Background: an optimization exercise with open tools, aiming at small area, a short achievable clock period and few clock cycles. Do not read the settings as production practice. At most, simulation tests tie the RTL to the original design; equivalence was not proved. Power is estimated from default activity; no workload was simulated.

==> flow/design.v <==
module rc_frame_drive_command (
    input  logic        clk,
    input  logic        rst_n,
    input  logic        rx_valid,
    output logic        rx_ready,
    input  logic [7:0]  rx_byte,
    input  logic        rx_buffer_end,
    input  logic        rx_quick_stop_enabled,
    output logic        cmd_valid,
    input  logic        cmd_ready,
    output logic        cmd_frame_valid,
    output logic signed [9:0] cmd_linear_velocity,
    output logic signed [9:0] cmd_angular_velocity,
    output logic        cmd_manual_mode,
    output logic        cmd_startup_set,
    output logic [2:0]  cmd_startup_value,
    output logic [1:0]  cmd_stop_code,
    input  logic        cfg_we,
    input  logic [7:0]  cfg_wdata
);
    localparam logic [1:0] C4_DOWN = 2'd1;
    localparam logic [1:0] C4_UP   = 2'd2;
    localparam logic [1:0] C4_MID  = 2'd3;
    localparam logic [1:0] S11_MID  = 2'd0;
    localparam logic [1:0] S11_UP   = 2'd1;
    localparam logic [1:0] S11_DOWN = 2'd2;
    logic [4:0] cnt;             
    logic       ok;              
    logic       rdy_n;           
    logic       cp, cp_qs;       
    logic       cp2;             
    logic       cv;
    logic       sel_s;           
    logic       op_init, op_corr, op_any;  
    logic [10:0] wt, ws;         
    logic [8:0]  rem;
    logic        f_ge, f_le;     
    logic [1:0]  c4p;
    logic        sw9p;
    logic [1:0]  s11p;
    logic [7:0]  thr;
    logic [8:0]  ht, hs;         
    logic [1:0]  c4h;
    logic        sw9h;
    logic        sset_n;         
    logic [2:0]  sval_x;         
    logic [9:0]  lin, ang;
    logic        fv_o;
    logic [1:0]  stop_o;
    logic fire, fire_end, c1;
    assign fire     = rx_valid & ~rdy_n;
    assign fire_end = fire & rx_buffer_end;
    assign c1       = cp & ~cp2 & ~cv;
    logic cp_n, cp2_n, cv_n;
    always_comb begin
        cp_n  = fire_end | (cp & ~c1);
        cp2_n = c1;
        cv_n  = cp2 | (cv & ~cmd_ready);
    end
    always_ff @(posedge clk or negedge rst_n) begin
        if (!rst_n) begin
            cnt <= '0;
            cp  <= 1'b0;
            cp2 <= 1'b0;
            cv  <= 1'b0;
            rdy_n <= 1'b0;
        end else begin
            if (fire)
                cnt <= rx_buffer_end ? 5'd0 : (cnt == 5'd25) ? cnt : cnt + 5'd1;
            cp  <= cp_n;
            cp2 <= cp2_n;
            cv  <= cv_n;
            rdy_n <= cp_n & (cp2_n | cv_n);
        end
    end
    always_ff @(posedge clk) begin
        if (fire) begin
            if (rx_buffer_end && cnt < 5'd24)
                ok <= 1'b0;
            else if (cnt == 5'd0)
                ok <= (rx_byte == 8'h0f);
            else if (cnt == 5'd24)
                ok <= ok & (rx_byte == 8'h00);
            sel_s   <= cnt >= 5'd13;
            op_init <= !rx_buffer_end && (cnt == 5'd3 || cnt == 5'd13);
            op_corr <= !rx_buffer_end && (cnt == 5'd12 || cnt == 5'd22);
            op_any  <= !rx_buffer_end && cnt >= 5'd3 && cnt <= 5'd22;
        end
        if (fire_end)
            cp_qs <= rx_quick_stop_enabled;
    end
    always_ff @(posedge clk) begin
        if (fire) begin
            case (cnt)
                5'd6: begin    
                    f_ge <= rx_byte[7:4] >= 4'd14;
                    f_le <= rx_byte[7:4] <= 4'd2;
                end
                5'd13: begin   
                    f_ge <= rx_byte[7:3] >= 5'd30;
                    f_le <= rx_byte[7:3] <= 5'd18;
                end
                5'd16: begin   
                    f_ge <= rx_byte[7:1] >= 7'd30;
                    f_le <= rx_byte[7:1] <= 7'd50;
                end
                default: ;
            endcase
            if (cnt == 5'd7) begin    
                if (rx_byte[6:0] > 7'd105 || (rx_byte[6:0] == 7'd105 && f_ge))
                    c4p <= C4_UP;
                else if (rx_byte[6:0] < 7'd19 || (rx_byte[6:0] == 7'd19 && f_le))
                    c4p <= C4_DOWN;
                else
                    c4p <= C4_MID;
            end
            if (cnt == 5'd14)         
                sw9p <= rx_byte[5:0] < 6'd9 || (rx_byte[5:0] == 6'd9 && f_le);
            if (cnt == 5'd17) begin   
                if (rx_byte[3:0] > 4'd13 || (rx_byte[3:0] == 4'd13 && f_ge))
                    s11p <= S11_DOWN;
                else if (rx_byte[3:0] < 4'd2 || (rx_byte[3:0] == 4'd2 && f_le))
                    s11p <= S11_UP;
                else
                    s11p <= S11_MID;
            end
        end
    end
    logic        d_init, d_step, d_corr, d_op;
    logic [10:0] wsrc, wnew;
    logic        neg;
    logic [8:0]  th1, th2, k0, k1, k2, kk;
    logic [8:0]  xin, kq, base, binc, yinc;
    logic [7:0]  aconst;
    logic        ge1, ge2, ci;
    logic [8:0]  rem_n, rem_i;
    always_comb begin
        d_init = op_init;
        d_corr = op_corr;
        d_op   = op_any;
        d_step = op_any & ~op_init & ~op_corr;
        wsrc   = sel_s ? ws : wt;
        neg   = sel_s ? (wsrc >= 11'd938) : (wsrc >= 11'd1001);
        rem_i = (wsrc[10:8] == 3'd7) ? 9'd3 : 9'(wsrc[10:8] * 6'd50);
        case ({d_corr, wsrc[10]})
            2'b00:   begin th1 = 9'd174; th2 = 9'd347; k0 = 9'd0;  k1 = 9'(-347); k2 = 9'(-694); end
            2'b01:   begin th1 = 9'd149; th2 = 9'd322; k0 = 9'd50; k1 = 9'(-297); k2 = 9'(-644); end
            2'b10:   begin th1 = 9'd0;   th2 = 9'd33;  k0 = 9'd0;  k1 = 9'd0;      k2 = 9'd0;      end
            default: begin th1 = 9'd0;   th2 = 9'd32;  k0 = 9'd0;  k1 = 9'd0;      k2 = 9'd0;      end
        endcase
        ge1 = rem >= th1;
        ge2 = rem >= th2;
        kk  = ge2 ? k2 : ge1 ? k1 : k0;
        rem_n = {rem[7:0], 1'b0} + kk;
        aconst = (sel_s ? 8'd135 : 8'd144) + {7'd0, wsrc[10]};
        xin  = wsrc[8:0] ^ {9{d_corr}};
        kq   = d_corr ? {1'b0, aconst} : 9'd0;
        ci   = ge2 ^ d_corr;
        base = xin + kq;
        binc = base + 9'd1;
        yinc = ci ? binc : base;
        if (d_init)
            wnew = {wsrc[7:0], neg, 1'b0, (wsrc[10:8] == 3'd7)};
        else
            wnew = {wsrc[9], yinc, ge1 & ~ge2 & ~d_corr};
    end
    always_ff @(posedge clk) begin
        if (fire) begin
            if (cnt == 5'd2)
                wt[4:0] <= rx_byte[7:3];
            if (cnt == 5'd3)
                wt[10:5] <= rx_byte[5:0];
            if (cnt == 5'd5)
                ws[6:0] <= rx_byte[7:1];
            if (cnt == 5'd6)
                ws[10:7] <= rx_byte[3:0];
            if (d_op) begin
                if (sel_s)
                    ws <= wnew;
                else
                    wt <= wnew;
            end
            if (d_init) begin
                rem <= rem_i;
            end else if (d_step)
                rem <= rem_n;
        end
    end
    logic [1:0] c4_new;
    logic [8:0] thrm;
    logic [7:0] at, as;
    logic       get, ges;
    always_comb begin
        c4_new = ok ? c4p : c4h;
        thrm = {1'b0, thr} - 9'd1;
        at   = ht[7:0] ^ {8{ht[8]}};
        as   = hs[7:0] ^ {8{hs[8]}};
        get  = ($signed({2'b00, at}) + $signed({~thrm[8], ~thrm}) + $signed({9'd0, ht[8]})) >= 0;
        ges  = ($signed({2'b00, as}) + $signed({~thrm[8], ~thrm}) + $signed({9'd0, hs[8]})) >= 0;
    end
    always_ff @(posedge clk or negedge rst_n) begin
        if (!rst_n) begin
            thr  <= 8'd10;
            c4h  <= C4_MID;
            sw9h <= 1'b0;
            sset_n <= 1'b0;
            sval_x <= 3'd0;
            lin  <= '0;
            ang  <= '0;
        end else begin
            if (cfg_we)
                thr <= cfg_wdata;
            if (c1 && ok) begin
                c4h  <= c4p;
                sw9h <= sw9p;
                case (s11p)
                    S11_MID:  begin sset_n <= 1'b0; sval_x <= 3'd0; end   
                    S11_DOWN: begin sset_n <= 1'b0; sval_x <= 3'd3; end   
                    default: begin
                        sset_n <= sval_x[2];
                        sval_x <= {1'b1, 1'b0, sval_x[2]};
                    end
                endcase
            end
            if (cp2 && sw9h) begin
                lin <= get ? {ht[8], ht} + {ht, 1'b0} : '0;
                ang <= ges ? {hs, 1'b0} : '0;
            end
        end
    end
    always_ff @(posedge clk) begin
        if (c1 && ok) begin
            ht <= wt[9:1];
            hs <= ws[9:1];
        end
    end
    always_ff @(posedge clk) begin
        if (c1) begin
            fv_o   <= ok;
            stop_o <= cp_qs ? c4_new : 2'd0;
        end
    end
    assign rx_ready             = ~rdy_n;
    assign cmd_valid            = cv;
    assign cmd_frame_valid      = fv_o;
    assign cmd_linear_velocity  = lin;
    assign cmd_angular_velocity = ang;
    assign cmd_manual_mode      = sw9h;
    assign cmd_startup_set      = ~sset_n;
    assign cmd_startup_value    = {~sval_x[2], sval_x[1], ~sval_x[0]};
    assign cmd_stop_code        = stop_o;
endmodule
export LEC_CHECK = 0
export ABC_AREA = 1
export CAP_MARGIN = 20
export CORE_MARGIN = 2
export CORE_UTILIZATION = 40
export SLEW_MARGIN = 20
create_clock -name core_clock -period 13.0 [get_ports {clk}]
standard.sh (not shown) runs the stock make flow with config.mk's settings and CLKGATE_MAP_FILE= SYNTH_SCRIPT=/design/flow/synth_recipe.tcl, a recipe that flattens the netlist after the stock synthesis.
==> flow/flow/run.sh <==
#!/bin/bash
# Standard synthesis and layout; ports are buffered with buf_2 cells and the
# layout's timing repair aims for extra setup slack (the clock period and
# constraints are unchanged).
set -euo pipefail
bash standard.sh synth > synth.log 2>&1
bash standard.sh "BUFFER_PORTS_ARGS=-buffer_cell sky130_fd_sc_hd__buf_2" SETUP_SLACK_MARGIN=9.4 finish > layout.log 2>&1
Testbench counts at the start, summed over its fixed seeds: cycles 48,105.
Edit:
--- a/flow/design.v
+++ b/flow/design.v
@@ -129,9 +129,9 @@
     logic        d_init, d_step, d_corr, d_op;
     logic [10:0] wsrc, wnew;
     logic        neg;
     logic [8:0]  th1, th2, k0, k1, k2, kk;
-    logic [8:0]  xin, kq, base, binc, yinc;
+    logic [8:0]  xin, kq, yinc;
     logic [7:0]  aconst;
     logic        ge1, ge2, ci;
     logic [8:0]  rem_n, rem_i;
     always_comb begin
@@ -155,11 +155,9 @@
         aconst = (sel_s ? 8'd135 : 8'd144) + {7'd0, wsrc[10]};
         xin  = wsrc[8:0] ^ {9{d_corr}};
         kq   = d_corr ? {1'b0, aconst} : 9'd0;
         ci   = ge2 ^ d_corr;
-        base = xin + kq;
-        binc = base + 9'd1;
-        yinc = ci ? binc : base;
+        yinc = xin + kq + {8'd0, ci};
         if (d_init)
             wnew = {wsrc[7:0], neg, 1'b0, (wsrc[10:8] == 3'd7)};
         else
             wnew = {wsrc[9], yinc, ge1 & ~ge2 & ~d_corr};
Outcome: Worst setup slack got worse by 0.053 ns; cell area is lower slightly; fmax is lower slightly; clock-buffer cell count does not change; area after synthesis shrinks slightly; wire length climbs slightly; total power falls by a few percent; first-iteration DRC count fell by a few percent; synthesized cell count is lower slightly; via count is about the same; hold slack gets worse by 0.018 ns; critical path depth went up by 21; global-route usage climbs by 0.21 points; final cell count falls slightly.
No functional check of the RTL was part of the second run of this note.

## port drivers added, routing unchanged
Ports are ideal in the flow. The routed layouts listed here were re-timed in OpenROAD. Step 1 (the two cells are an assumption about what drives the block):
set clk [get_ports {clk}]
set_driving_cell -lib_cell sky130_fd_sc_hd__clkbuf_16 $clk
set_driving_cell -lib_cell sky130_fd_sc_hd__buf_2 [delete_from_list [all_inputs] $clk]
Step 2, shift: input delay + t, output delay - t, t = (earliest + latest rising clock arrival at the registers) / 2. This alone moves slack from input paths to output paths. Slacks: no drivers / after step 1 / after step 2; pairs: no drivers / after step 1.
run | shift t [ns] | slack for setup (ns) | worst setup path at the end
the first run | 0.385 | 9.415 / 9.435 / 9.050 | input to register
the second run | 0.396 | 9.361 / 9.361 / 9.073 | input to register
After both steps every run listed still meets setup and hold. The setup slack of the first run, which loses most, moves by +0.020 ns with the drivers and by -0.365 ns with both steps.
